This design comes from an exercise in tuning for small area, a short achievable clock period and few clock cycles per item on the open sky130 flow, not from production work. The RTL was checked by simulation tests, not by an equivalence proof against the original design.

--- flow/config.mk ---
export PLATFORM = sky130hd
export DESIGN_NAME = fx_arith_top
export DESIGN_NICKNAME = fx_arith_top
export VERILOG_FILES = /design/flow/design.v
export SDC_FILE = /design/flow/constraint.sdc
export NUM_CORES = 4
export LEC_CHECK = 0
export ABC_AREA = 1
export CAP_MARGIN = 20
export CORE_MARGIN = 2
export CORE_UTILIZATION = 40
export SLEW_MARGIN = 20
export SYNTH_HIERARCHICAL = 1
--- flow/constraint.sdc ---
create_clock -name core_clock -period 5.5 [get_ports {clk}]
set_input_delay 1.1000 -clock core_clock [delete_from_list [all_inputs] [get_ports {clk}]]
set_output_delay 1.1000 -clock core_clock [all_outputs]
set_load 0.01 [all_outputs]
--- flow/run.sh ---
#!/bin/bash
# synth_recipe.tcl (not shown) runs the flow's synth.tcl, then flattens the netlist and writes it again
# the make line also repeats each setting of config.mk as NAME=value (left out here)
make -C /OpenROAD-flow-scripts/flow DESIGN_CONFIG=/design/flow/config.mk WORK_HOME=/design/flow/orfs CLKGATE_MAP_FILE= SYNTH_SCRIPT=/design/flow/synth_recipe.tcl finish
--- flow/design.v ---
`timescale 1ns/1ns
package fx_pkg;
  typedef logic [16-1:0] fx_word_t;
  typedef logic [32-1:0] fx_prod_t;
endpackage
`timescale 1ns/1ns
module fx_arith_top (
  input  logic             clk,
  input  logic             rst_n,
  input  logic             in_valid,
  output logic             in_ready,
  input  fx_pkg::fx_word_t num_a,     
  input  fx_pkg::fx_word_t num_b,     
  input  logic             op_mul,
  output logic             out_valid,
  input  logic             out_ready,
  output fx_pkg::fx_word_t result,
  output logic             overflow,
  output logic             precision_lost
);
  logic bo0;
  logic bt0;
  logic bn0;
  logic pp0_0;
  logic pp0_1;
  logic pp0_2;
  logic pp0_3;
  logic pp0_4;
  logic pp0_5;
  logic pp0_6;
  logic pp0_7;
  logic pp0_8;
  logic pp0_9;
  logic pp0_10;
  logic pp0_11;
  logic pp0_12;
  logic pp0_13;
  logic pp0_14;
  logic pp0_15;
  logic pp0_16;
  logic bo1;
  logic bt1;
  logic bn1;
  logic pp1_0;
  logic pp1_1;
  logic pp1_2;
  logic pp1_3;
  logic pp1_4;
  logic pp1_5;
  logic pp1_6;
  logic pp1_7;
  logic pp1_8;
  logic pp1_9;
  logic pp1_10;
  logic pp1_11;
  logic pp1_12;
  logic pp1_13;
  logic pp1_14;
  logic pp1_15;
  logic pp1_16;
  logic bo2;
  logic bt2;
  logic bn2;
  logic pp2_0;
  logic pp2_1;
  logic pp2_2;
  logic pp2_3;
  logic pp2_4;
  logic pp2_5;
  logic pp2_6;
  logic pp2_7;
  logic pp2_8;
  logic pp2_9;
  logic pp2_10;
  logic pp2_11;
  logic pp2_12;
  logic pp2_13;
  logic pp2_14;
  logic pp2_15;
  logic pp2_16;
  logic bo3;
  logic bt3;
  logic bn3;
  logic pp3_0;
  logic pp3_1;
  logic pp3_2;
  logic pp3_3;
  logic pp3_4;
  logic pp3_5;
  logic pp3_6;
  logic pp3_7;
  logic pp3_8;
  logic pp3_9;
  logic pp3_10;
  logic pp3_11;
  logic pp3_12;
  logic pp3_13;
  logic pp3_14;
  logic pp3_15;
  logic pp3_16;
  logic bo4;
  logic bt4;
  logic bn4;
  logic pp4_0;
  logic pp4_1;
  logic pp4_2;
  logic pp4_3;
  logic pp4_4;
  logic pp4_5;
  logic pp4_6;
  logic pp4_7;
  logic pp4_8;
  logic pp4_9;
  logic pp4_10;
  logic pp4_11;
  logic pp4_12;
  logic pp4_13;
  logic pp4_14;
  logic pp4_15;
  logic pp4_16;
  logic bo5;
  logic bt5;
  logic bn5;
  logic pp5_0;
  logic pp5_1;
  logic pp5_2;
  logic pp5_3;
  logic pp5_4;
  logic pp5_5;
  logic pp5_6;
  logic pp5_7;
  logic pp5_8;
  logic pp5_9;
  logic pp5_10;
  logic pp5_11;
  logic pp5_12;
  logic pp5_13;
  logic pp5_14;
  logic pp5_15;
  logic pp5_16;
  logic bo6;
  logic bt6;
  logic bn6;
  logic pp6_0;
  logic pp6_1;
  logic pp6_2;
  logic pp6_3;
  logic pp6_4;
  logic pp6_5;
  logic pp6_6;
  logic pp6_7;
  logic pp6_8;
  logic pp6_9;
  logic pp6_10;
  logic pp6_11;
  logic pp6_12;
  logic pp6_13;
  logic pp6_14;
  logic pp6_15;
  logic pp6_16;
  logic bo7;
  logic bt7;
  logic bn7;
  logic pp7_0;
  logic pp7_1;
  logic pp7_2;
  logic pp7_3;
  logic pp7_4;
  logic pp7_5;
  logic pp7_6;
  logic pp7_7;
  logic pp7_8;
  logic pp7_9;
  logic pp7_10;
  logic pp7_11;
  logic pp7_12;
  logic pp7_13;
  logic pp7_14;
  logic pp7_15;
  logic pp7_16;
  logic bd8;
  logic pp8_0;
  logic pp8_1;
  logic pp8_2;
  logic pp8_3;
  logic pp8_4;
  logic pp8_5;
  logic pp8_6;
  logic pp8_7;
  logic pp8_8;
  logic pp8_9;
  logic pp8_10;
  logic pp8_11;
  logic pp8_12;
  logic pp8_13;
  logic pp8_14;
  logic pp8_15;
  logic pa_0;
  logic pa_1;
  logic pa_2;
  logic pa_3;
  logic pa_4;
  logic pa_5;
  logic pa_6;
  logic pa_7;
  logic pa_8;
  logic pa_9;
  logic pa_10;
  logic pa_11;
  logic pa_12;
  logic pa_13;
  logic pa_14;
  logic pa_15;
  logic hs0;
  logic hc0;
  logic hs1;
  logic hc1;
  logic s0;
  logic c0;
  logic s1;
  logic c1;
  logic hs2;
  logic hc2;
  logic s2;
  logic c2;
  logic hs3;
  logic hc3;
  logic s3;
  logic c3;
  logic hs4;
  logic hc4;
  logic hs5;
  logic hc5;
  logic hs6;
  logic hc6;
  logic s4;
  logic c4;
  logic hs7;
  logic hc7;
  logic s5;
  logic c5;
  logic hs8;
  logic hc8;
  logic s6;
  logic c6;
  logic s7;
  logic c7;
  logic hs9;
  logic hc9;
  logic s8;
  logic c8;
  logic s9;
  logic c9;
  logic hs10;
  logic hc10;
  logic s10;
  logic c10;
  logic s11;
  logic c11;
  logic s12;
  logic c12;
  logic s13;
  logic c13;
  logic s14;
  logic c14;
  logic s15;
  logic c15;
  logic s16;
  logic c16;
  logic s17;
  logic c17;
  logic s18;
  logic c18;
  logic s19;
  logic c19;
  logic s20;
  logic c20;
  logic s21;
  logic c21;
  logic s22;
  logic c22;
  logic s23;
  logic c23;
  logic s24;
  logic c24;
  logic s25;
  logic c25;
  logic s26;
  logic c26;
  logic s27;
  logic c27;
  logic s28;
  logic c28;
  logic s29;
  logic c29;
  logic s30;
  logic c30;
  logic s31;
  logic c31;
  logic s32;
  logic c32;
  logic s33;
  logic c33;
  logic s34;
  logic c34;
  logic s35;
  logic c35;
  logic hs11;
  logic hc11;
  logic s36;
  logic c36;
  logic s37;
  logic c37;
  logic s38;
  logic c38;
  logic hs12;
  logic hc12;
  logic hs13;
  logic hc13;
  logic s39;
  logic c39;
  logic hs14;
  logic hc14;
  logic s40;
  logic c40;
  logic s41;
  logic c41;
  logic s42;
  logic c42;
  logic s43;
  logic c43;
  logic s44;
  logic c44;
  logic s45;
  logic c45;
  logic s46;
  logic c46;
  logic s47;
  logic c47;
  logic s48;
  logic c48;
  logic s49;
  logic c49;
  logic s50;
  logic c50;
  logic s51;
  logic c51;
  logic s52;
  logic c52;
  logic s53;
  logic c53;
  logic s54;
  logic c54;
  logic s55;
  logic c55;
  logic s56;
  logic c56;
  logic s57;
  logic c57;
  logic s58;
  logic c58;
  logic s59;
  logic c59;
  logic s60;
  logic c60;
  logic s61;
  logic c61;
  logic s62;
  logic c62;
  logic s63;
  logic c63;
  logic s64;
  logic c64;
  logic s65;
  logic c65;
  logic s66;
  logic c66;
  logic s67;
  logic c67;
  logic s68;
  logic c68;
  logic s69;
  logic c69;
  logic s70;
  logic c70;
  logic s71;
  logic c71;
  logic s72;
  logic c72;
  logic s73;
  logic c73;
  logic s74;
  logic c74;
  logic hs15;
  logic hc15;
  logic s75;
  logic c75;
  logic hs16;
  logic hc16;
  logic hs17;
  logic hc17;
  logic hs18;
  logic hc18;
  logic s76;
  logic c76;
  logic s77;
  logic c77;
  logic s78;
  logic c78;
  logic s79;
  logic c79;
  logic s80;
  logic c80;
  logic s81;
  logic c81;
  logic s82;
  logic c82;
  logic s83;
  logic c83;
  logic s84;
  logic c84;
  logic s85;
  logic c85;
  logic s86;
  logic c86;
  logic s87;
  logic c87;
  logic s88;
  logic c88;
  logic s89;
  logic c89;
  logic s90;
  logic c90;
  logic s91;
  logic c91;
  logic s92;
  logic c92;
  logic s93;
  logic c93;
  logic s94;
  logic c94;
  logic s95;
  logic c95;
  logic s96;
  logic c96;
  logic s97;
  logic c97;
  logic s98;
  logic c98;
  logic s99;
  logic c99;
  logic hs19;
  logic hc19;
  logic hs20;
  logic hc20;
  logic hs21;
  logic hc21;
  logic s100;
  logic c100;
  logic s101;
  logic c101;
  logic s102;
  logic c102;
  logic s103;
  logic c103;
  logic s104;
  logic c104;
  logic s105;
  logic c105;
  logic s106;
  logic c106;
  logic s107;
  logic c107;
  logic s108;
  logic c108;
  logic s109;
  logic c109;
  logic s110;
  logic c110;
  logic s111;
  logic c111;
  logic s112;
  logic c112;
  logic s113;
  logic c113;
  logic s114;
  logic c114;
  logic s115;
  logic c115;
  logic s116;
  logic c116;
  logic s117;
  logic c117;
  logic s118;
  logic c118;
  logic s119;
  logic c119;
  logic s120;
  logic c120;
  logic s121;
  logic c121;
  logic s122;
  logic c122;
  logic s123;
  logic c123;
  logic s124;
  logic c124;
  logic s125;
  logic c125;
  logic s126;
  logic c126;
  logic s127;
  logic c127;
  logic [31:0] rx, ry, p;
  assign bo0 = op_mul & num_b[0];
  assign bt0 = op_mul & (num_b[1] & ~num_b[0]);
  assign bn0 = op_mul & num_b[1];
  assign pp0_0 = ~(((bo0 & num_a[0])) ^ bn0);
  assign pp0_1 = ~(((bo0 & num_a[1]) | (bt0 & num_a[0])) ^ bn0);
  assign pp0_2 = ~(((bo0 & num_a[2]) | (bt0 & num_a[1])) ^ bn0);
  assign pp0_3 = ~(((bo0 & num_a[3]) | (bt0 & num_a[2])) ^ bn0);
  assign pp0_4 = ~(((bo0 & num_a[4]) | (bt0 & num_a[3])) ^ bn0);
  assign pp0_5 = ~(((bo0 & num_a[5]) | (bt0 & num_a[4])) ^ bn0);
  assign pp0_6 = ~(((bo0 & num_a[6]) | (bt0 & num_a[5])) ^ bn0);
  assign pp0_7 = ~(((bo0 & num_a[7]) | (bt0 & num_a[6])) ^ bn0);
  assign pp0_8 = ~(((bo0 & num_a[8]) | (bt0 & num_a[7])) ^ bn0);
  assign pp0_9 = ~(((bo0 & num_a[9]) | (bt0 & num_a[8])) ^ bn0);
  assign pp0_10 = ~(((bo0 & num_a[10]) | (bt0 & num_a[9])) ^ bn0);
  assign pp0_11 = ~(((bo0 & num_a[11]) | (bt0 & num_a[10])) ^ bn0);
  assign pp0_12 = ~(((bo0 & num_a[12]) | (bt0 & num_a[11])) ^ bn0);
  assign pp0_13 = ~(((bo0 & num_a[13]) | (bt0 & num_a[12])) ^ bn0);
  assign pp0_14 = ~(((bo0 & num_a[14]) | (bt0 & num_a[13])) ^ bn0);
  assign pp0_15 = ~(((bo0 & num_a[15]) | (bt0 & num_a[14])) ^ bn0);
  assign pp0_16 = ~(((bt0 & num_a[15])) ^ bn0);
  assign bo1 = op_mul & (num_b[2] ^ num_b[1]);
  assign bt1 = op_mul & ((num_b[3] & ~num_b[2] & ~num_b[1]) | (~num_b[3] & num_b[2] & num_b[1]));
  assign bn1 = op_mul & num_b[3];
  assign pp1_0 = ~(((bo1 & num_a[0])) ^ bn1);
  assign pp1_1 = ~(((bo1 & num_a[1]) | (bt1 & num_a[0])) ^ bn1);
  assign pp1_2 = ~(((bo1 & num_a[2]) | (bt1 & num_a[1])) ^ bn1);
  assign pp1_3 = ~(((bo1 & num_a[3]) | (bt1 & num_a[2])) ^ bn1);
  assign pp1_4 = ~(((bo1 & num_a[4]) | (bt1 & num_a[3])) ^ bn1);
  assign pp1_5 = ~(((bo1 & num_a[5]) | (bt1 & num_a[4])) ^ bn1);
  assign pp1_6 = ~(((bo1 & num_a[6]) | (bt1 & num_a[5])) ^ bn1);
  assign pp1_7 = ~(((bo1 & num_a[7]) | (bt1 & num_a[6])) ^ bn1);
  assign pp1_8 = ~(((bo1 & num_a[8]) | (bt1 & num_a[7])) ^ bn1);
  assign pp1_9 = ~(((bo1 & num_a[9]) | (bt1 & num_a[8])) ^ bn1);
  assign pp1_10 = ~(((bo1 & num_a[10]) | (bt1 & num_a[9])) ^ bn1);
  assign pp1_11 = ~(((bo1 & num_a[11]) | (bt1 & num_a[10])) ^ bn1);
  assign pp1_12 = ~(((bo1 & num_a[12]) | (bt1 & num_a[11])) ^ bn1);
  assign pp1_13 = ~(((bo1 & num_a[13]) | (bt1 & num_a[12])) ^ bn1);
  assign pp1_14 = ~(((bo1 & num_a[14]) | (bt1 & num_a[13])) ^ bn1);
  assign pp1_15 = ~(((bo1 & num_a[15]) | (bt1 & num_a[14])) ^ bn1);
  assign pp1_16 = ~(((bt1 & num_a[15])) ^ bn1);
  assign bo2 = op_mul & (num_b[4] ^ num_b[3]);
  assign bt2 = op_mul & ((num_b[5] & ~num_b[4] & ~num_b[3]) | (~num_b[5] & num_b[4] & num_b[3]));
  assign bn2 = op_mul & num_b[5];
  assign pp2_0 = ~(((bo2 & num_a[0])) ^ bn2);
  assign pp2_1 = ~(((bo2 & num_a[1]) | (bt2 & num_a[0])) ^ bn2);
  assign pp2_2 = ~(((bo2 & num_a[2]) | (bt2 & num_a[1])) ^ bn2);
  assign pp2_3 = ~(((bo2 & num_a[3]) | (bt2 & num_a[2])) ^ bn2);
  assign pp2_4 = ~(((bo2 & num_a[4]) | (bt2 & num_a[3])) ^ bn2);
  assign pp2_5 = ~(((bo2 & num_a[5]) | (bt2 & num_a[4])) ^ bn2);
  assign pp2_6 = ~(((bo2 & num_a[6]) | (bt2 & num_a[5])) ^ bn2);
  assign pp2_7 = ~(((bo2 & num_a[7]) | (bt2 & num_a[6])) ^ bn2);
  assign pp2_8 = ~(((bo2 & num_a[8]) | (bt2 & num_a[7])) ^ bn2);
  assign pp2_9 = ~(((bo2 & num_a[9]) | (bt2 & num_a[8])) ^ bn2);
  assign pp2_10 = ~(((bo2 & num_a[10]) | (bt2 & num_a[9])) ^ bn2);
  assign pp2_11 = ~(((bo2 & num_a[11]) | (bt2 & num_a[10])) ^ bn2);
  assign pp2_12 = ~(((bo2 & num_a[12]) | (bt2 & num_a[11])) ^ bn2);
  assign pp2_13 = ~(((bo2 & num_a[13]) | (bt2 & num_a[12])) ^ bn2);
  assign pp2_14 = ~(((bo2 & num_a[14]) | (bt2 & num_a[13])) ^ bn2);
  assign pp2_15 = ~(((bo2 & num_a[15]) | (bt2 & num_a[14])) ^ bn2);
  assign pp2_16 = ~(((bt2 & num_a[15])) ^ bn2);
  assign bo3 = op_mul & (num_b[6] ^ num_b[5]);
  assign bt3 = op_mul & ((num_b[7] & ~num_b[6] & ~num_b[5]) | (~num_b[7] & num_b[6] & num_b[5]));
  assign bn3 = op_mul & num_b[7];
  assign pp3_0 = ~(((bo3 & num_a[0])) ^ bn3);
  assign pp3_1 = ~(((bo3 & num_a[1]) | (bt3 & num_a[0])) ^ bn3);
  assign pp3_2 = ~(((bo3 & num_a[2]) | (bt3 & num_a[1])) ^ bn3);
  assign pp3_3 = ~(((bo3 & num_a[3]) | (bt3 & num_a[2])) ^ bn3);
  assign pp3_4 = ~(((bo3 & num_a[4]) | (bt3 & num_a[3])) ^ bn3);
  assign pp3_5 = ~(((bo3 & num_a[5]) | (bt3 & num_a[4])) ^ bn3);
  assign pp3_6 = ~(((bo3 & num_a[6]) | (bt3 & num_a[5])) ^ bn3);
  assign pp3_7 = ~(((bo3 & num_a[7]) | (bt3 & num_a[6])) ^ bn3);
  assign pp3_8 = ~(((bo3 & num_a[8]) | (bt3 & num_a[7])) ^ bn3);
  assign pp3_9 = ~(((bo3 & num_a[9]) | (bt3 & num_a[8])) ^ bn3);
  assign pp3_10 = ~(((bo3 & num_a[10]) | (bt3 & num_a[9])) ^ bn3);
  assign pp3_11 = ~(((bo3 & num_a[11]) | (bt3 & num_a[10])) ^ bn3);
  assign pp3_12 = ~(((bo3 & num_a[12]) | (bt3 & num_a[11])) ^ bn3);
  assign pp3_13 = ~(((bo3 & num_a[13]) | (bt3 & num_a[12])) ^ bn3);
  assign pp3_14 = ~(((bo3 & num_a[14]) | (bt3 & num_a[13])) ^ bn3);
  assign pp3_15 = ~(((bo3 & num_a[15]) | (bt3 & num_a[14])) ^ bn3);
  assign pp3_16 = ~(((bt3 & num_a[15])) ^ bn3);
  assign bo4 = ~op_mul | (num_b[8] ^ num_b[7]);
  assign bt4 = op_mul & ((num_b[9] & ~num_b[8] & ~num_b[7]) | (~num_b[9] & num_b[8] & num_b[7]));
  assign bn4 = op_mul & num_b[9];
  assign pp4_0 = ~(((bo4 & num_a[0])) ^ bn4);
  assign pp4_1 = ~(((bo4 & num_a[1]) | (bt4 & num_a[0])) ^ bn4);
  assign pp4_2 = ~(((bo4 & num_a[2]) | (bt4 & num_a[1])) ^ bn4);
  assign pp4_3 = ~(((bo4 & num_a[3]) | (bt4 & num_a[2])) ^ bn4);
  assign pp4_4 = ~(((bo4 & num_a[4]) | (bt4 & num_a[3])) ^ bn4);
  assign pp4_5 = ~(((bo4 & num_a[5]) | (bt4 & num_a[4])) ^ bn4);
  assign pp4_6 = ~(((bo4 & num_a[6]) | (bt4 & num_a[5])) ^ bn4);
  assign pp4_7 = ~(((bo4 & num_a[7]) | (bt4 & num_a[6])) ^ bn4);
  assign pp4_8 = ~(((bo4 & num_a[8]) | (bt4 & num_a[7])) ^ bn4);
  assign pp4_9 = ~(((bo4 & num_a[9]) | (bt4 & num_a[8])) ^ bn4);
  assign pp4_10 = ~(((bo4 & num_a[10]) | (bt4 & num_a[9])) ^ bn4);
  assign pp4_11 = ~(((bo4 & num_a[11]) | (bt4 & num_a[10])) ^ bn4);
  assign pp4_12 = ~(((bo4 & num_a[12]) | (bt4 & num_a[11])) ^ bn4);
  assign pp4_13 = ~(((bo4 & num_a[13]) | (bt4 & num_a[12])) ^ bn4);
  assign pp4_14 = ~(((bo4 & num_a[14]) | (bt4 & num_a[13])) ^ bn4);
  assign pp4_15 = ~(((bo4 & num_a[15]) | (bt4 & num_a[14])) ^ bn4);
  assign pp4_16 = ~(((bt4 & num_a[15])) ^ bn4);
  assign bo5 = op_mul & (num_b[10] ^ num_b[9]);
  assign bt5 = op_mul & ((num_b[11] & ~num_b[10] & ~num_b[9]) | (~num_b[11] & num_b[10] & num_b[9]));
  assign bn5 = op_mul & num_b[11];
  assign pp5_0 = ~(((bo5 & num_a[0])) ^ bn5);
  assign pp5_1 = ~(((bo5 & num_a[1]) | (bt5 & num_a[0])) ^ bn5);
  assign pp5_2 = ~(((bo5 & num_a[2]) | (bt5 & num_a[1])) ^ bn5);
  assign pp5_3 = ~(((bo5 & num_a[3]) | (bt5 & num_a[2])) ^ bn5);
  assign pp5_4 = ~(((bo5 & num_a[4]) | (bt5 & num_a[3])) ^ bn5);
  assign pp5_5 = ~(((bo5 & num_a[5]) | (bt5 & num_a[4])) ^ bn5);
  assign pp5_6 = ~(((bo5 & num_a[6]) | (bt5 & num_a[5])) ^ bn5);
  assign pp5_7 = ~(((bo5 & num_a[7]) | (bt5 & num_a[6])) ^ bn5);
  assign pp5_8 = ~(((bo5 & num_a[8]) | (bt5 & num_a[7])) ^ bn5);
  assign pp5_9 = ~(((bo5 & num_a[9]) | (bt5 & num_a[8])) ^ bn5);
  assign pp5_10 = ~(((bo5 & num_a[10]) | (bt5 & num_a[9])) ^ bn5);
  assign pp5_11 = ~(((bo5 & num_a[11]) | (bt5 & num_a[10])) ^ bn5);
  assign pp5_12 = ~(((bo5 & num_a[12]) | (bt5 & num_a[11])) ^ bn5);
  assign pp5_13 = ~(((bo5 & num_a[13]) | (bt5 & num_a[12])) ^ bn5);
  assign pp5_14 = ~(((bo5 & num_a[14]) | (bt5 & num_a[13])) ^ bn5);
  assign pp5_15 = ~(((bo5 & num_a[15]) | (bt5 & num_a[14])) ^ bn5);
  assign pp5_16 = ~(((bt5 & num_a[15])) ^ bn5);
  assign bo6 = op_mul & (num_b[12] ^ num_b[11]);
  assign bt6 = op_mul & ((num_b[13] & ~num_b[12] & ~num_b[11]) | (~num_b[13] & num_b[12] & num_b[11]));
  assign bn6 = op_mul & num_b[13];
  assign pp6_0 = ~(((bo6 & num_a[0])) ^ bn6);
  assign pp6_1 = ~(((bo6 & num_a[1]) | (bt6 & num_a[0])) ^ bn6);
  assign pp6_2 = ~(((bo6 & num_a[2]) | (bt6 & num_a[1])) ^ bn6);
  assign pp6_3 = ~(((bo6 & num_a[3]) | (bt6 & num_a[2])) ^ bn6);
  assign pp6_4 = ~(((bo6 & num_a[4]) | (bt6 & num_a[3])) ^ bn6);
  assign pp6_5 = ~(((bo6 & num_a[5]) | (bt6 & num_a[4])) ^ bn6);
  assign pp6_6 = ~(((bo6 & num_a[6]) | (bt6 & num_a[5])) ^ bn6);
  assign pp6_7 = ~(((bo6 & num_a[7]) | (bt6 & num_a[6])) ^ bn6);
  assign pp6_8 = ~(((bo6 & num_a[8]) | (bt6 & num_a[7])) ^ bn6);
  assign pp6_9 = ~(((bo6 & num_a[9]) | (bt6 & num_a[8])) ^ bn6);
  assign pp6_10 = ~(((bo6 & num_a[10]) | (bt6 & num_a[9])) ^ bn6);
  assign pp6_11 = ~(((bo6 & num_a[11]) | (bt6 & num_a[10])) ^ bn6);
  assign pp6_12 = ~(((bo6 & num_a[12]) | (bt6 & num_a[11])) ^ bn6);
  assign pp6_13 = ~(((bo6 & num_a[13]) | (bt6 & num_a[12])) ^ bn6);
  assign pp6_14 = ~(((bo6 & num_a[14]) | (bt6 & num_a[13])) ^ bn6);
  assign pp6_15 = ~(((bo6 & num_a[15]) | (bt6 & num_a[14])) ^ bn6);
  assign pp6_16 = ~(((bt6 & num_a[15])) ^ bn6);
  assign bo7 = op_mul & (num_b[14] ^ num_b[13]);
  assign bt7 = op_mul & ((num_b[15] & ~num_b[14] & ~num_b[13]) | (~num_b[15] & num_b[14] & num_b[13]));
  assign bn7 = op_mul & num_b[15];
  assign pp7_0 = ~(((bo7 & num_a[0])) ^ bn7);
  assign pp7_1 = ~(((bo7 & num_a[1]) | (bt7 & num_a[0])) ^ bn7);
  assign pp7_2 = ~(((bo7 & num_a[2]) | (bt7 & num_a[1])) ^ bn7);
  assign pp7_3 = ~(((bo7 & num_a[3]) | (bt7 & num_a[2])) ^ bn7);
  assign pp7_4 = ~(((bo7 & num_a[4]) | (bt7 & num_a[3])) ^ bn7);
  assign pp7_5 = ~(((bo7 & num_a[5]) | (bt7 & num_a[4])) ^ bn7);
  assign pp7_6 = ~(((bo7 & num_a[6]) | (bt7 & num_a[5])) ^ bn7);
  assign pp7_7 = ~(((bo7 & num_a[7]) | (bt7 & num_a[6])) ^ bn7);
  assign pp7_8 = ~(((bo7 & num_a[8]) | (bt7 & num_a[7])) ^ bn7);
  assign pp7_9 = ~(((bo7 & num_a[9]) | (bt7 & num_a[8])) ^ bn7);
  assign pp7_10 = ~(((bo7 & num_a[10]) | (bt7 & num_a[9])) ^ bn7);
  assign pp7_11 = ~(((bo7 & num_a[11]) | (bt7 & num_a[10])) ^ bn7);
  assign pp7_12 = ~(((bo7 & num_a[12]) | (bt7 & num_a[11])) ^ bn7);
  assign pp7_13 = ~(((bo7 & num_a[13]) | (bt7 & num_a[12])) ^ bn7);
  assign pp7_14 = ~(((bo7 & num_a[14]) | (bt7 & num_a[13])) ^ bn7);
  assign pp7_15 = ~(((bo7 & num_a[15]) | (bt7 & num_a[14])) ^ bn7);
  assign pp7_16 = ~(((bt7 & num_a[15])) ^ bn7);
  assign bd8 = op_mul & num_b[15];
  assign pp8_0 = ~(bd8 & num_a[0]);
  assign pp8_1 = ~(bd8 & num_a[1]);
  assign pp8_2 = ~(bd8 & num_a[2]);
  assign pp8_3 = ~(bd8 & num_a[3]);
  assign pp8_4 = ~(bd8 & num_a[4]);
  assign pp8_5 = ~(bd8 & num_a[5]);
  assign pp8_6 = ~(bd8 & num_a[6]);
  assign pp8_7 = ~(bd8 & num_a[7]);
  assign pp8_8 = ~(bd8 & num_a[8]);
  assign pp8_9 = ~(bd8 & num_a[9]);
  assign pp8_10 = ~(bd8 & num_a[10]);
  assign pp8_11 = ~(bd8 & num_a[11]);
  assign pp8_12 = ~(bd8 & num_a[12]);
  assign pp8_13 = ~(bd8 & num_a[13]);
  assign pp8_14 = ~(bd8 & num_a[14]);
  assign pp8_15 = ~(bd8 & num_a[15]);
  assign pa_0 = ~(~op_mul & num_b[0]);
  assign pa_1 = ~(~op_mul & num_b[1]);
  assign pa_2 = ~(~op_mul & num_b[2]);
  assign pa_3 = ~(~op_mul & num_b[3]);
  assign pa_4 = ~(~op_mul & num_b[4]);
  assign pa_5 = ~(~op_mul & num_b[5]);
  assign pa_6 = ~(~op_mul & num_b[6]);
  assign pa_7 = ~(~op_mul & num_b[7]);
  assign pa_8 = ~(~op_mul & num_b[8]);
  assign pa_9 = ~(~op_mul & num_b[9]);
  assign pa_10 = ~(~op_mul & num_b[10]);
  assign pa_11 = ~(~op_mul & num_b[11]);
  assign pa_12 = ~(~op_mul & num_b[12]);
  assign pa_13 = ~(~op_mul & num_b[13]);
  assign pa_14 = ~(~op_mul & num_b[14]);
  assign pa_15 = ~(~op_mul & num_b[15]);
  assign hs0 = ~(pa_6 ^ ~bn7);
  assign hc0 = pa_6 | ~bn7;
  assign hs1 = ~(pa_7 ^ pp0_15);
  assign hc1 = pa_7 | pp0_15;
  fx_fa u_s0 (.a(pa_8), .b(pp8_0), .c(pp0_16), .s(s0), .co(c0));
  fx_ha u_s1 (.a(pa_9), .b(bn0), .s(s1), .co(c1));
  assign hs2 = ~(pp8_1 ^ pp1_15);
  assign hc2 = pp8_1 | pp1_15;
  fx_ha u_s2 (.a(pa_10), .b(pp8_2), .s(s2), .co(c2));
  assign hs3 = ~(pp1_16 ^ pp2_14);
  assign hc3 = pp1_16 | pp2_14;
  fx_fa u_s3 (.a(pa_11), .b(bn1), .c(pp8_3), .s(s3), .co(c3));
  assign hs4 = ~pa_12;
  assign hc4 = pa_12;
  assign hs5 = ~(pa_0 ^ ~bn4);
  assign hc5 = pa_0 | ~bn4;
  assign hs6 = ~(pa_1 ^ pp0_9);
  assign hc6 = pa_1 | pp0_9;
  fx_fa u_s4 (.a(pa_2), .b(~bn5), .c(pp0_10), .s(s4), .co(c4));
  assign hs7 = ~(pp1_8 ^ pp2_6);
  assign hc7 = pp1_8 | pp2_6;
  fx_fa u_s5 (.a(pa_3), .b(pp0_11), .c(pp1_9), .s(s5), .co(c5));
  assign hs8 = ~(pp2_7 ^ pp3_5);
  assign hc8 = pp2_7 | pp3_5;
  fx_fa u_s6 (.a(pa_4), .b(~bn6), .c(pp0_12), .s(s6), .co(c6));
  fx_fa u_s7 (.a(pp1_10), .b(pp2_8), .c(pp3_6), .s(s7), .co(c7));
  assign hs9 = ~(pp4_4 ^ pp5_2);
  assign hc9 = pp4_4 | pp5_2;
  fx_fa u_s8 (.a(pa_5), .b(pp0_13), .c(pp1_11), .s(s8), .co(c8));
  fx_fa u_s9 (.a(pp2_9), .b(pp3_7), .c(pp4_5), .s(s9), .co(c9));
  assign hs10 = ~(pp5_3 ^ pp6_1);
  assign hc10 = pp5_3 | pp6_1;
  fx_fa u_s10 (.a(pp0_14), .b(pp1_12), .c(pp2_10), .s(s10), .co(c10));
  fx_fa u_s11 (.a(pp3_8), .b(pp4_6), .c(pp5_4), .s(s11), .co(c11));
  fx_fa u_s12 (.a(pp6_2), .b(pp7_0), .c(hs0), .s(s12), .co(c12));
  fx_fa u_s13 (.a(pp1_13), .b(pp2_11), .c(pp3_9), .s(s13), .co(c13));
  fx_fa u_s14 (.a(pp4_7), .b(pp5_5), .c(pp6_3), .s(s14), .co(c14));
  fx_fa u_s15 (.a(pp7_1), .b(hc0), .c(hs1), .s(s15), .co(c15));
  fx_fa u_s16 (.a(pp1_14), .b(pp2_12), .c(pp3_10), .s(s16), .co(c16));
  fx_fa u_s17 (.a(pp4_8), .b(pp5_6), .c(pp6_4), .s(s17), .co(c17));
  fx_fa u_s18 (.a(pp7_2), .b(hc1), .c(s0), .s(s18), .co(c18));
  fx_fa u_s19 (.a(pp2_13), .b(pp3_11), .c(pp4_9), .s(s19), .co(c19));
  fx_fa u_s20 (.a(pp5_7), .b(pp6_5), .c(pp7_3), .s(s20), .co(c20));
  fx_fa u_s21 (.a(s1), .b(c0), .c(hs2), .s(s21), .co(c21));
  fx_fa u_s22 (.a(pp3_12), .b(pp4_10), .c(pp5_8), .s(s22), .co(c22));
  fx_fa u_s23 (.a(pp6_6), .b(pp7_4), .c(c1), .s(s23), .co(c23));
  fx_fa u_s24 (.a(s2), .b(hc2), .c(hs3), .s(s24), .co(c24));
  fx_fa u_s25 (.a(pp2_15), .b(pp3_13), .c(pp4_11), .s(s25), .co(c25));
  fx_fa u_s26 (.a(pp5_9), .b(pp6_7), .c(pp7_5), .s(s26), .co(c26));
  fx_fa u_s27 (.a(c2), .b(s3), .c(hc3), .s(s27), .co(c27));
  fx_fa u_s28 (.a(pp8_4), .b(pp2_16), .c(pp3_14), .s(s28), .co(c28));
  fx_fa u_s29 (.a(pp4_12), .b(pp5_10), .c(pp6_8), .s(s29), .co(c29));
  fx_fa u_s30 (.a(pp7_6), .b(hs4), .c(c3), .s(s30), .co(c30));
  fx_fa u_s31 (.a(pa_13), .b(bn2), .c(pp8_5), .s(s31), .co(c31));
  fx_fa u_s32 (.a(pp3_15), .b(pp4_13), .c(pp5_11), .s(s32), .co(c32));
  fx_fa u_s33 (.a(pp6_9), .b(pp7_7), .c(hc4), .s(s33), .co(c33));
  fx_ha u_s34 (.a(pa_14), .b(pp8_6), .s(s34), .co(c34));
  fx_fa u_s35 (.a(pp3_16), .b(pp4_14), .c(pp5_12), .s(s35), .co(c35));
  assign hs11 = ~(pp6_10 ^ pp7_8);
  assign hc11 = pp6_10 | pp7_8;
  fx_fa u_s36 (.a(pa_15), .b(bn3), .c(pp8_7), .s(s36), .co(c36));
  fx_fa u_s37 (.a(pp4_15), .b(pp5_13), .c(pp6_11), .s(s37), .co(c37));
  fx_ha u_s38 (.a(pp8_8), .b(pp4_16), .s(s38), .co(c38));
  assign hs12 = ~(~bn3 ^ pp0_6);
  assign hc12 = ~bn3 | pp0_6;
  assign hs13 = ~(pp0_7 ^ pp1_5);
  assign hc13 = pp0_7 | pp1_5;
  fx_fa u_s39 (.a(pp0_8), .b(pp1_6), .c(pp2_4), .s(s39), .co(c39));
  assign hs14 = ~(pp3_2 ^ pp4_0);
  assign hc14 = pp3_2 | pp4_0;
  fx_fa u_s40 (.a(pp1_7), .b(pp2_5), .c(pp3_3), .s(s40), .co(c40));
  fx_fa u_s41 (.a(pp4_1), .b(hc5), .c(hs6), .s(s41), .co(c41));
  fx_fa u_s42 (.a(pp3_4), .b(pp4_2), .c(pp5_0), .s(s42), .co(c42));
  fx_fa u_s43 (.a(hc6), .b(s4), .c(hs7), .s(s43), .co(c43));
  fx_fa u_s44 (.a(pp4_3), .b(pp5_1), .c(c4), .s(s44), .co(c44));
  fx_fa u_s45 (.a(hc7), .b(s5), .c(hs8), .s(s45), .co(c45));
  fx_fa u_s46 (.a(pp6_0), .b(c5), .c(hc8), .s(s46), .co(c46));
  fx_fa u_s47 (.a(s6), .b(s7), .c(hs9), .s(s47), .co(c47));
  fx_fa u_s48 (.a(c6), .b(c7), .c(hc9), .s(s48), .co(c48));
  fx_fa u_s49 (.a(s8), .b(s9), .c(hs10), .s(s49), .co(c49));
  fx_fa u_s50 (.a(c8), .b(c9), .c(hc10), .s(s50), .co(c50));
  fx_fa u_s51 (.a(s10), .b(s11), .c(s12), .s(s51), .co(c51));
  fx_fa u_s52 (.a(c10), .b(c11), .c(s13), .s(s52), .co(c52));
  fx_fa u_s53 (.a(s14), .b(c12), .c(s15), .s(s53), .co(c53));
  fx_fa u_s54 (.a(c13), .b(c14), .c(s16), .s(s54), .co(c54));
  fx_fa u_s55 (.a(s17), .b(c15), .c(s18), .s(s55), .co(c55));
  fx_fa u_s56 (.a(c16), .b(c17), .c(s19), .s(s56), .co(c56));
  fx_fa u_s57 (.a(s20), .b(c18), .c(s21), .s(s57), .co(c57));
  fx_fa u_s58 (.a(c19), .b(c20), .c(s22), .s(s58), .co(c58));
  fx_fa u_s59 (.a(s23), .b(c21), .c(s24), .s(s59), .co(c59));
  fx_fa u_s60 (.a(c22), .b(c23), .c(s25), .s(s60), .co(c60));
  fx_fa u_s61 (.a(s26), .b(c24), .c(s27), .s(s61), .co(c61));
  fx_fa u_s62 (.a(c25), .b(c26), .c(s28), .s(s62), .co(c62));
  fx_fa u_s63 (.a(s29), .b(s30), .c(c27), .s(s63), .co(c63));
  fx_fa u_s64 (.a(s31), .b(c28), .c(c29), .s(s64), .co(c64));
  fx_fa u_s65 (.a(s32), .b(s33), .c(c30), .s(s65), .co(c65));
  fx_fa u_s66 (.a(c31), .b(s34), .c(c32), .s(s66), .co(c66));
  fx_fa u_s67 (.a(c33), .b(s35), .c(hs11), .s(s67), .co(c67));
  fx_fa u_s68 (.a(pp7_9), .b(c34), .c(s36), .s(s68), .co(c68));
  fx_fa u_s69 (.a(c35), .b(hc11), .c(s37), .s(s69), .co(c69));
  fx_fa u_s70 (.a(pp5_14), .b(pp6_12), .c(pp7_10), .s(s70), .co(c70));
  fx_fa u_s71 (.a(c36), .b(c37), .c(s38), .s(s71), .co(c71));
  fx_fa u_s72 (.a(bn4), .b(pp8_9), .c(pp5_15), .s(s72), .co(c72));
  fx_fa u_s73 (.a(pp6_13), .b(pp7_11), .c(c38), .s(s73), .co(c73));
  fx_ha u_s74 (.a(pp8_10), .b(pp5_16), .s(s74), .co(c74));
  assign hs15 = ~(pp6_14 ^ pp7_12);
  assign hc15 = pp6_14 | pp7_12;
  fx_fa u_s75 (.a(bn5), .b(pp8_11), .c(pp6_15), .s(s75), .co(c75));
  assign hs16 = ~pp8_12;
  assign hc16 = pp8_12;
  assign hs17 = ~(~bn2 ^ pp0_4);
  assign hc17 = ~bn2 | pp0_4;
  assign hs18 = ~(pp0_5 ^ pp1_3);
  assign hc18 = pp0_5 | pp1_3;
  fx_fa u_s76 (.a(pp1_4), .b(pp2_2), .c(pp3_0), .s(s76), .co(c76));
  fx_fa u_s77 (.a(pp2_3), .b(pp3_1), .c(hc12), .s(s77), .co(c77));
  fx_fa u_s78 (.a(hs5), .b(hc13), .c(s39), .s(s78), .co(c78));
  fx_fa u_s79 (.a(c39), .b(hc14), .c(s40), .s(s79), .co(c79));
  fx_fa u_s80 (.a(c40), .b(s42), .c(c41), .s(s80), .co(c80));
  fx_fa u_s81 (.a(c42), .b(c43), .c(s44), .s(s81), .co(c81));
  fx_fa u_s82 (.a(c44), .b(c45), .c(s46), .s(s82), .co(c82));
  fx_fa u_s83 (.a(c46), .b(c47), .c(s48), .s(s83), .co(c83));
  fx_fa u_s84 (.a(c48), .b(c49), .c(s50), .s(s84), .co(c84));
  fx_fa u_s85 (.a(c50), .b(s52), .c(c51), .s(s85), .co(c85));
  fx_fa u_s86 (.a(c52), .b(s54), .c(c53), .s(s86), .co(c86));
  fx_fa u_s87 (.a(c54), .b(s56), .c(c55), .s(s87), .co(c87));
  fx_fa u_s88 (.a(c56), .b(s58), .c(c57), .s(s88), .co(c88));
  fx_fa u_s89 (.a(c58), .b(s60), .c(c59), .s(s89), .co(c89));
  fx_fa u_s90 (.a(c60), .b(s62), .c(c61), .s(s90), .co(c90));
  fx_fa u_s91 (.a(c62), .b(s64), .c(s65), .s(s91), .co(c91));
  fx_fa u_s92 (.a(c64), .b(s66), .c(c65), .s(s92), .co(c92));
  fx_fa u_s93 (.a(s68), .b(c66), .c(c67), .s(s93), .co(c93));
  fx_fa u_s94 (.a(s70), .b(c68), .c(c69), .s(s94), .co(c94));
  fx_fa u_s95 (.a(c70), .b(s72), .c(c71), .s(s95), .co(c95));
  fx_fa u_s96 (.a(c72), .b(s74), .c(hs15), .s(s96), .co(c96));
  fx_fa u_s97 (.a(pp7_13), .b(c74), .c(hc15), .s(s97), .co(c97));
  fx_fa u_s98 (.a(pp6_16), .b(pp7_14), .c(hs16), .s(s98), .co(c98));
  fx_fa u_s99 (.a(bn6), .b(pp8_13), .c(pp7_15), .s(s99), .co(c99));
  assign hs19 = ~pp8_14;
  assign hc19 = pp8_14;
  assign hs20 = ~(~bn1 ^ pp0_2);
  assign hc20 = ~bn1 | pp0_2;
  assign hs21 = ~(pp0_3 ^ pp1_1);
  assign hc21 = pp0_3 | pp1_1;
  fx_fa u_s100 (.a(pp1_2), .b(pp2_0), .c(hs17), .s(s100), .co(c100));
  fx_fa u_s101 (.a(pp2_1), .b(hc17), .c(hs18), .s(s101), .co(c101));
  fx_fa u_s102 (.a(hc18), .b(s76), .c(hs12), .s(s102), .co(c102));
  fx_fa u_s103 (.a(c76), .b(hs13), .c(s77), .s(s103), .co(c103));
  fx_fa u_s104 (.a(hs14), .b(c77), .c(s78), .s(s104), .co(c104));
  fx_fa u_s105 (.a(c78), .b(s79), .c(s41), .s(s105), .co(c105));
  fx_fa u_s106 (.a(c79), .b(s43), .c(s80), .s(s106), .co(c106));
  fx_fa u_s107 (.a(s45), .b(c80), .c(s81), .s(s107), .co(c107));
  fx_fa u_s108 (.a(s47), .b(c81), .c(s82), .s(s108), .co(c108));
  fx_fa u_s109 (.a(s49), .b(c82), .c(s83), .s(s109), .co(c109));
  fx_fa u_s110 (.a(s51), .b(c83), .c(s84), .s(s110), .co(c110));
  fx_fa u_s111 (.a(c84), .b(s53), .c(s85), .s(s111), .co(c111));
  fx_fa u_s112 (.a(c85), .b(s55), .c(s86), .s(s112), .co(c112));
  fx_fa u_s113 (.a(s57), .b(c86), .c(s87), .s(s113), .co(c113));
  fx_fa u_s114 (.a(s59), .b(c87), .c(s88), .s(s114), .co(c114));
  fx_fa u_s115 (.a(s61), .b(c88), .c(s89), .s(s115), .co(c115));
  fx_fa u_s116 (.a(s63), .b(c89), .c(s90), .s(s116), .co(c116));
  fx_fa u_s117 (.a(c63), .b(s91), .c(c90), .s(s117), .co(c117));
  fx_fa u_s118 (.a(s67), .b(c91), .c(s92), .s(s118), .co(c118));
  fx_fa u_s119 (.a(s69), .b(c92), .c(s93), .s(s119), .co(c119));
  fx_fa u_s120 (.a(s71), .b(c93), .c(s94), .s(s120), .co(c120));
  fx_fa u_s121 (.a(s73), .b(c94), .c(s95), .s(s121), .co(c121));
  fx_fa u_s122 (.a(c73), .b(s96), .c(c95), .s(s122), .co(c122));
  fx_fa u_s123 (.a(s75), .b(c96), .c(s97), .s(s123), .co(c123));
  fx_fa u_s124 (.a(c75), .b(s98), .c(c97), .s(s124), .co(c124));
  fx_fa u_s125 (.a(hc16), .b(s99), .c(c98), .s(s125), .co(c125));
  fx_fa u_s126 (.a(pp7_16), .b(hs19), .c(c99), .s(s126), .co(c126));
  fx_fa u_s127 (.a(bn7), .b(pp8_15), .c(hc19), .s(s127), .co(c127));
  assign rx = {c126, c125, c124, c123, c122, c121, c120, c119, c118, c117, c116, c115, c114, c113, c112, c111, c110, c109, c108, c107, c106, c105, c104, c103, c102, c101, c100, hc21, hc20, hs20, pp0_1, ~bn0};
  assign ry = {s127, s126, s125, s124, s123, s122, s121, s120, s119, s118, s117, s116, s115, s114, s113, s112, s111, s110, s109, s108, s107, s106, s105, s104, s103, s102, s101, s100, hs21, pp1_0, 1'b1, pp0_0};
  assign p = ~(rx + ry + 32'd1);
  assign in_ready = !out_valid || out_ready;
  always_ff @(posedge clk)
  begin
    if (!rst_n)
      out_valid <= 1'b0;
    else if (in_ready)
      out_valid <= in_valid;
  end
  always_ff @(posedge clk)
  begin
    if (in_ready)
    begin
      result         <= p[8 +: 16];
      overflow       <= |p[32-1:16+8];
      precision_lost <= |p[8-1:0];
    end
  end
endmodule
module fx_fa (
  input  logic a,
  input  logic b,
  input  logic c,
  output logic s,
  output logic co
);
  assign s  = a ^ b ^ c;
  assign co = (a & b) | (a & c) | (b & c);
endmodule
module fx_ha (
  input  logic a,
  input  logic b,
  output logic s,
  output logic co
);
  assign s  = a ^ b;
  assign co = a & b;
endmodule
==> impl_metrics.tcl, run 1 <==
set metrics [dict create \
    synth-seq-cells 19 \
    cp_max_fo 6 \
    clock_path_buffers 2 \
    synth_nets 1203 \
    clk_latency_ns 0.25 \
    layout_commonest_cell "buf_4" \
    row_count 52 \
    dieArea_um2 21500 \
    cts_max_level 1 \
    drt_wl_total_um 29160 \
    ys_seq_area_frac 0.06888 \
    antenna_left 0 \
    grt_pass1_vias 8536 \
    netlist.top_cell.by_area "fa_1" \
    gp_congestion 0.9342 \
    status "finished with violations" \
    clk_pin_slew_ns 0.05 \
    core_um2 20100 \
    cts_buffers 3 \
    grt_overflow 0 \
    setup_tns_ns -0.2831 \
    nFillCells 1629 \
    so.violations "negative setup slack" \
    skew_ns 0.003674 \
    root_buffer "clkbuf_16" \
    vias 8448 \
    cts_tree "yes" \
    netlist_area_um2 8138 \
    die_w_um 146.6 \
    routed_via_density 5.496 \
    layout-drive-gt1-share 0.4404 \
    cp.arrival_ns 5.74 \
    ys.flop_type "edfxtp_1" \
    drt_iter0_markers 641 \
    required_ns 5.50 \
    crit_chain "buf_8 > inv_4 > buf_12 > nor3_4 > inv_4 > buf_6 > buf_6 > o22ai_2 > xor2_1 > fa_1 > fa_1 > fa_1 > fa_1 > ha_4 > nand2_4 > nor2_4 > inv_2 > nor4_4 > nand2_2 > nand3_2 > nand3_1 > nor2_1 > nand2_1" \
    n_antenna_cell 0 \
    fmax_ghz 0.1745 \
    worstSetupPathType "in -> reg" \
    synth_top_area_frac 0.3026 \
    grt_pass1_wl_um 44390 \
    area_delta_synth_final_pct 55.63 \
    portBuffers 56 \
    finalHoldViolCount 0 \
    path_buf_inv 7 \
    dp_hpwl_um 22100 \
    critPathMostFrequentCell "fa_1" \
    crit_family "adder cells" \
    synthCells 988 \
    finalWorstSetupSlack_ns -0.2322 \
    drv_slew 0 \
    tightest_slew_ns 0.6637 \
    avgSynthCellArea_um2 8.237 \
    nets 1483 \
    antenna_found_initial 0 \
    slowest_delay_ns 0.57 \
    final_cell_mix "231 x buf_4, 116 x xor2_1, 111 x nand2_1" \
    die_h_um 146.6 \
    slew_headroom 0.5535 \
    synth.distinct_cells 40 \
    yosysWarnings 7 \
    crit_slowest_cell "fa_1" \
    cts.sinks 19 \
    hold_class "reg -> reg" \
    grt_usage 0.2625 \
    fin_crit_sh 1.042 \
    final_core_util 0.6299 \
    async_flop_share 0 \
    layout_min_cycle_time_ns 5.732 \
    dr.pass1.iters 6 \
    ys_top_cells_by_area "fa_1 30%, xor2_1 15%, o22ai_1 9.1%" \
    start_util 0.4048 \
    grt_max_degree 20 \
    synth_enable_flop_cells 18 \
    routedWlPerCell_um 18.97 \
    cp-start-kind "input port" \
    num_io_pins 57 \
    cp-end-kind "register" \
    rsz0062_at_grt "true" \
    setup_viol 3 \
    drc 0 \
    max_cap_viol_count 0 \
]
cells in the mapped netlist, types with 5 or more instances:
cell type / count
inv_1: 104
clkbuf_1: 21
nand3_1: 24
nand2_2: 7
fa_1: 123
xnor2_1: 16
a21oi_2: 5
a21o_1: 5
buf_1: 5
nor3_1: 14
a21oi_1: 44
nand2_1: 137
buf_2: 15
xor2_1: 136
o21ai_0: 21
nor2_1: 68
edfxtp_1: 18
ha_1: 55
inv_2: 6
o22ai_1: 119
sequential cells by signal, indices dropped and copies added (netlist names):
register / flops
precision_lost: 1
result: 16
out_valid: 1
overflow: 1
per-stage QoR:
stage | hold slack (ns) | setup WS (ns) | cell area [um^2] | cells
after global placement | 0.7981 | -1.177 | 10640 | 1472
after floorplan | 1.031 | -0.1720 | 8307 | 988
after global routing | 0.8502 | -0.3983 | 12660 | 1537
final | 0.8058 | -0.2322 | 12660 | 1537
after detailed placement | 0.8040 | -1.067 | 10640 | 1472
after CTS | 0.8160 | -0.1923 | 11800 | 1516
worst reg2reg max path: stages (launching register included):
cell and delay, ns:
dfxtp_1 0.30, nand2_1 0.08, buf_4 0.27
path summary, 6_finish.rpt:
path | start | to | slack, ns | cells past startpoint
setup reg to reg | out_valid$_SDFFE_PN0P_ | result[7]$_DFFE_PP_ | 4.52 | 2
setup / recovery | op_mul | overflow$_DFFE_PP_ | -0.23 | 23
hold / removal | out_valid$_SDFFE_PN0P_ | result[13]$_DFFE_PP_ | 0.81 | 2
hold reg to reg | out_valid$_SDFFE_PN0P_ | result[13]$_DFFE_PP_ | 0.81 | 2
what timing repair did:
action | 4_1_cts | 5_1_grt
pin swaps | 100 | 127
resized for setup | 216 | 174
hold buffers | 0 | 0
endpoints found under the setup margin | 15 | 13
gates cloned | 2 | 0
buffers inserted | 38 | 25
modules after synthesis, one instance, submodules excluded:
module / times used / cells / area, um^2
fx_arith_top: 1 / 860 / 5613
fx_ha: 5 / 1 / 12.51
fx_fa: 123 / 1 / 20.02
cell type report:
cell class                      instances  area, um^2  share of cell area
Timing Repair Buffer                  320        2805              0.2215
Timing Repair inverter                  1       7.507           0.0005928
Inverter                              115       479.2             0.03784
Tap cell                              270       337.8             0.02667
Sequential cell                        19       560.5             0.04426
Clock buffer                            4       78.83            0.006224
Multi-Input combinational cell        808        8396              0.6629
per-layer routing:
| metal | track usage | share of wire |
|---|---|---|
| met1 | 0.3281 | 0.40 |
| met4 | 0.1175 | 0.063 |
| met2 | 0.4500 | 0.47 |
| met5 | 0 | 0 |
| met3 | 0.03875 | 0.063 |
kinds of logic after synthesis:
kind of cell / count (synthesis) / synth area share
xor gates and xnor gates: 152 / 0.1636
AOI/OAI and AO/OA: 208 / 0.1564
and+or+nand+nor: 270 / 0.1434
adders and majority gates: 178 / 0.3871
buffers and inverters: 161 / 0.08056
DFF: 19 / 0.06888
Testbench counts, summed over its fixed seeds: cycles 12,008, items 12,000.
==> inputs of run 2 (changes only) <==
--- a/flow/design.v
+++ b/flow/design.v
@@ -881,3 +881,13 @@
   assign ry = {s127, s126, s125, s124, s123, s122, s121, s120, s119, s118, s117, s116, s115, s114, s113, s112, s111, s110, s109, s108, s107, s106, s105, s104, s103, s102, s101, s100, hs21, pp1_0, 1'b1, pp0_0};
-  assign p = ~(rx + ry + 32'd1);
+  logic [31:0] x, y;
+  logic        cy8_d, lost_d, ovf0_d, ovf1_d;
+  logic [15:0] sum_x, sum_y;
+  logic        carry8, ovf_nc, ovf_c;
+  logic        cy24;
+  assign x = ~rx;   
+  assign y = ~ry;
+  assign cy8_d  = (({1'b0, x[7:0]} + {1'b0, y[7:0]}) >> 8) != 9'd0;
+  assign lost_d = |((x[7:0] ^ y[7:0]) ^ {x[6:0] | y[6:0], 1'b0});
+  assign ovf0_d = |((x[31:24] ^ y[31:24]) ^ {x[30:24] | y[30:24], 1'b0});
+  assign ovf1_d = ~&(x[31:24] ^ y[31:24]);
   assign in_ready = !out_valid || out_ready;
@@ -894,7 +904,12 @@
     begin
-      result         <= p[8 +: 16];
-      overflow       <= |p[32-1:16+8];
-      precision_lost <= |p[8-1:0];
+      sum_x          <= rx[23:8];
+      sum_y          <= ry[23:8];
+      carry8         <= cy8_d;
+      precision_lost <= lost_d;
+      ovf_nc         <= ovf0_d;
+      ovf_c          <= ovf1_d;
     end
   end
+  assign {cy24, result} = {1'b0, ~sum_x} + {1'b0, ~sum_y} + {16'd0, carry8};
+  assign overflow = cy24 ? ovf_c : ovf_nc;
 endmodule
==> run 2 against run 1 <==
Effect of this change: utilization is 17 points lower; highest routed layer unchanged; largest cell class unchanged; via count up 4.6%; clock-buffer cell count up 2; critical path type unchanged; synthesized cell count is 32% higher; now clean on timing, DRC and antenna.
==> impl_metrics.tcl, run 2 <==
set metrics [dict create \
    grt_pass1_wl_um 46860 \
    routedWlPerCell_um 17.18 \
    antenna_found_initial 0 \
    cts_tree "yes" \
    met2_length_um 12670 \
    met1_length_um 13120 \
    die_h_um 157.9 \
    root_buffer "clkbuf_16" \
    antenna_left 0 \
    dpl_cell_area_um2 10660 \
    ys.flop_type "edfxtp_1" \
    layout-drive-gt1-share 0.09011 \
    status "complete, no violations" \
    core_um2 23330 \
    start_util 0.4059 \
    synthCells 1300 \
    vias 8836 \
    fin_crit_sh 0.9430 \
    setup_tns_ns 0 \
    drt_wl_total_um 28930 \
    nets 1583 \
    dp_slack_ns 0.05613 \
    synth_most_common_cell "nand2_1" \
    drv_slew 0 \
    synth.distinct_cells 38 \
    slew_headroom 0.5963 \
    grt_usage 0.2434 \
    n_antenna_cell 0 \
    netlist.top_cell.by_area "fa_1" \
    dp_hpwl_um 23710 \
    wl_met3_um 2342 \
    clk_latency_ns 0.28 \
    finalHoldViolCount 0 \
    postCtsHoldBufs 0 \
    portBuffers 56 \
    fmax_ghz 0.1928 \
    area_delta_synth_final_pct 14.20 \
    die_w_um 157.9 \
    gp_congestion 0.9602 \
    cp_max_fo 27 \
    layout_min_cycle_time_ns 5.187 \
    netlist_area_um2 9472 \
    synth_top_area_frac 0.2642 \
    grt_pass1_vias 8486 \
    drc 0 \
    synthTopCellsByCount "473 x nand2_1, 164 x inv_1, 125 x fa_1" \
    worstHoldPathCells 2 \
    max_cap_viol_count 0 \
    required_ns 5.52 \
    cts.sinks 37 \
    finalWorstSetupSlack_ns 0.3133 \
    routed_via_density 5.247 \
    final_cell_mix "473 x nand2_1, 164 x inv_1, 125 x fa_1" \
    cts_setup_buffers 0 \
    cp-end-kind "register" \
    dr.pass1.iters 6 \
    ys_seq_area_frac 0.1162 \
    cp-start-kind "input port" \
    grt_max_degree 38 \
    avgSynthCellArea_um2 7.286 \
    reg2regPathDepth 2 \
    yosysWarnings 7 \
    cts_max_level 2 \
    async_flop_share 0 \
    cp.arrival_ns 5.21 \
    dieArea_um2 24930 \
    row_count 56 \
    cts_buffers 5 \
    top_regs "sum_x: 16 flops, sum_y: 16 flops" \
    drt_iter0_markers 918 \
    grt_overflow 0 \
    fin_area_um2 10820 \
    top_layer_used "met4" \
    num_io_pins 57 \
    rsz0062_at_grt "false" \
    clk_pin_slew_ns 0.06 \
    setup_viol 0 \
    hold_class "reg -> reg" \
    clock_path_buffers 2 \
    skew_ns 0.004885 \
    ys_top_cells_by_area "fa_1 26%, nand2_1 19%, edfxtp_1 11%" \
    synth_enable_flop_cells 36 \
    layout_commonest_cell "nand2_1" \
    synth-seq-cells 37 \
    worstSetupPathType "in -> reg" \
    synth_nets 1519 \
    tightest_slew_ns 0.6049 \
]
-- run 2: changes by cell type after synthesis, sizes merged, moves of 14 or more --
cell / previous run / this run
inv: 111 / 166
a21oi: 50 / 15
nand3: 24 / 41
nand2: 148 / 480
xor2: 136 / 54
o211ai: 1 / 75
clkbuf: 21 / 43
o21ai: 23 / 101
edfxtp: 18 / 36
xnor2: 16 / 2
nor2: 68 / 24
o22ai: 119 / 17
-- run 2: final timing paths --
kind / start / end / slack (ns)
worst max register to register: out_valid$_SDFFE_PN0P_ / sum_x[12]$_DFFE_PP_ / 4.29
worst max-delay path: op_mul / ovf_nc$_DFFE_PP_ / 0.31
worst min register to register: out_valid$_SDFFE_PN0P_ / sum_x[1]$_DFFE_PP_ / 0.91
worst min-delay path: out_valid$_SDFFE_PN0P_ / sum_x[1]$_DFFE_PP_ / 0.91
-- run 2: kinds of logic after synthesis --
logic type / count (synthesis) / synth area share
AO/OA/AOI/OAI: 210 / 0.1415
adder cells (fa/ha/maj): 182 / 0.3395
buffers and inverters: 248 / 0.1087
flip-flops: 37 / 0.1162
AND/OR/NAND/NOR: 567 / 0.2423
XOR/XNOR: 56 / 0.05178
-- run 2: area by class of cell --
| type | instances | area [um^2] |
|---|---|---|
| clock inverters | 2 | 10.01 |
| flip-flops and latches | 37 | 1101 |
| clock buffers | 6 | 128.9 |
| multi-input cells | 1015 | 7358 |
| fillers | 2361 | 12520 |
| well taps | 319 | 399.1 |
| inverters | 170 | 640.6 |
| repair buffers | 135 | 1179 |
-- run 2: what timing repair did --
item / 4_1_cts / 5_1_grt
gates resized for setup: 0 / 4
endpoints found under the hold margin: 0 / 0
setup endpoints to repair: 0 / 1
-- run 2: critical path, stage by stage --
cell	delay [ns]
clkdlybuf4s50_1	0.50
buf_12	0.21
nand2_2	0.10
nand2_1	0.08
nand3_2	0.12
o21ai_0	0.22
xor2_1	0.27
fa_1	0.45
fa_1	0.39
fa_1	0.40
fa_1	0.47
ha_1	0.32
nand2_1	0.06
o21ai_0	0.07
a21oi_1	0.15
nor3b_2	0.19
nand3_1	0.10
-- run 2: per-stage QoR --
step | instances | util | hold slack (ns)
floorplan | 1300 | - | 1.241
global placement | 1676 | 0.4569 | 0.9134
detailed placement | 1676 | 0.4569 | 0.9235
CTS | 1684 | 0.4628 | 0.9342
global route | 1684 | 0.4636 | 0.9884
finish | 1684 | 0.4636 | 0.9147
-- run 2: Yosys stat by module (local to each module, per instance) --
| module | cells | flops+latches | copies in the design |
|---|---|---|---|
| fx_fa | 1 | 0 | 123 |
| fx_arith_top | 1172 | 37 | 1 |
| fx_ha | 1 | 0 | 5 |
-- run 2: metal layers --
metal / vias to the layer above / GRT usage
met1: 4156 / 0.3516
met4: 0 / 0.07143
met3: 48 / 0.03039
met2: 349 / 0.3820
li1: 4283 / -
met5: - / 0
Testbench counts of run 2, summed over its fixed seeds: cycles 12,008, items 12,000.

==> afterwards: timing with drivers on the ports <==
The results above use ideal ports. As a check the final layouts listed here were re-extracted and re-timed, cells and wires unchanged. Step 1 sets driving cells, clkbuf_16 on the clock port and buf_2 on the other inputs (assumed; they add their load-dependent delay and slew). Step 2 moves the port delays by t, midway between the first and last clock arrival at a register: inputs arrive t later, outputs are due t later. That takes back most of the time a late clock gives input paths. Slacks: no drivers / after step 1 / after step 2; pairs: no drivers / after step 1.
run | t, ns | slack for setup (ns) | worst hold slack (ns) | latest minus earliest clock arrival (ns) | worst data-port slew with drivers (ns)
run 1 | 0.275 | -0.232 / -0.250 / -0.525 | 0.806 / 0.806 / 0.806 | 0.004 / 0.004 | 0.05
run 2 | 0.316 | 0.313 / 0.328 / 0.013 | 0.915 / 0.915 / 0.915 | 0.007 / 0.007 | 0.04
The setup slack of run 2, which loses most, moves by +0.015 ns with the drivers and by -0.300 ns with both steps.
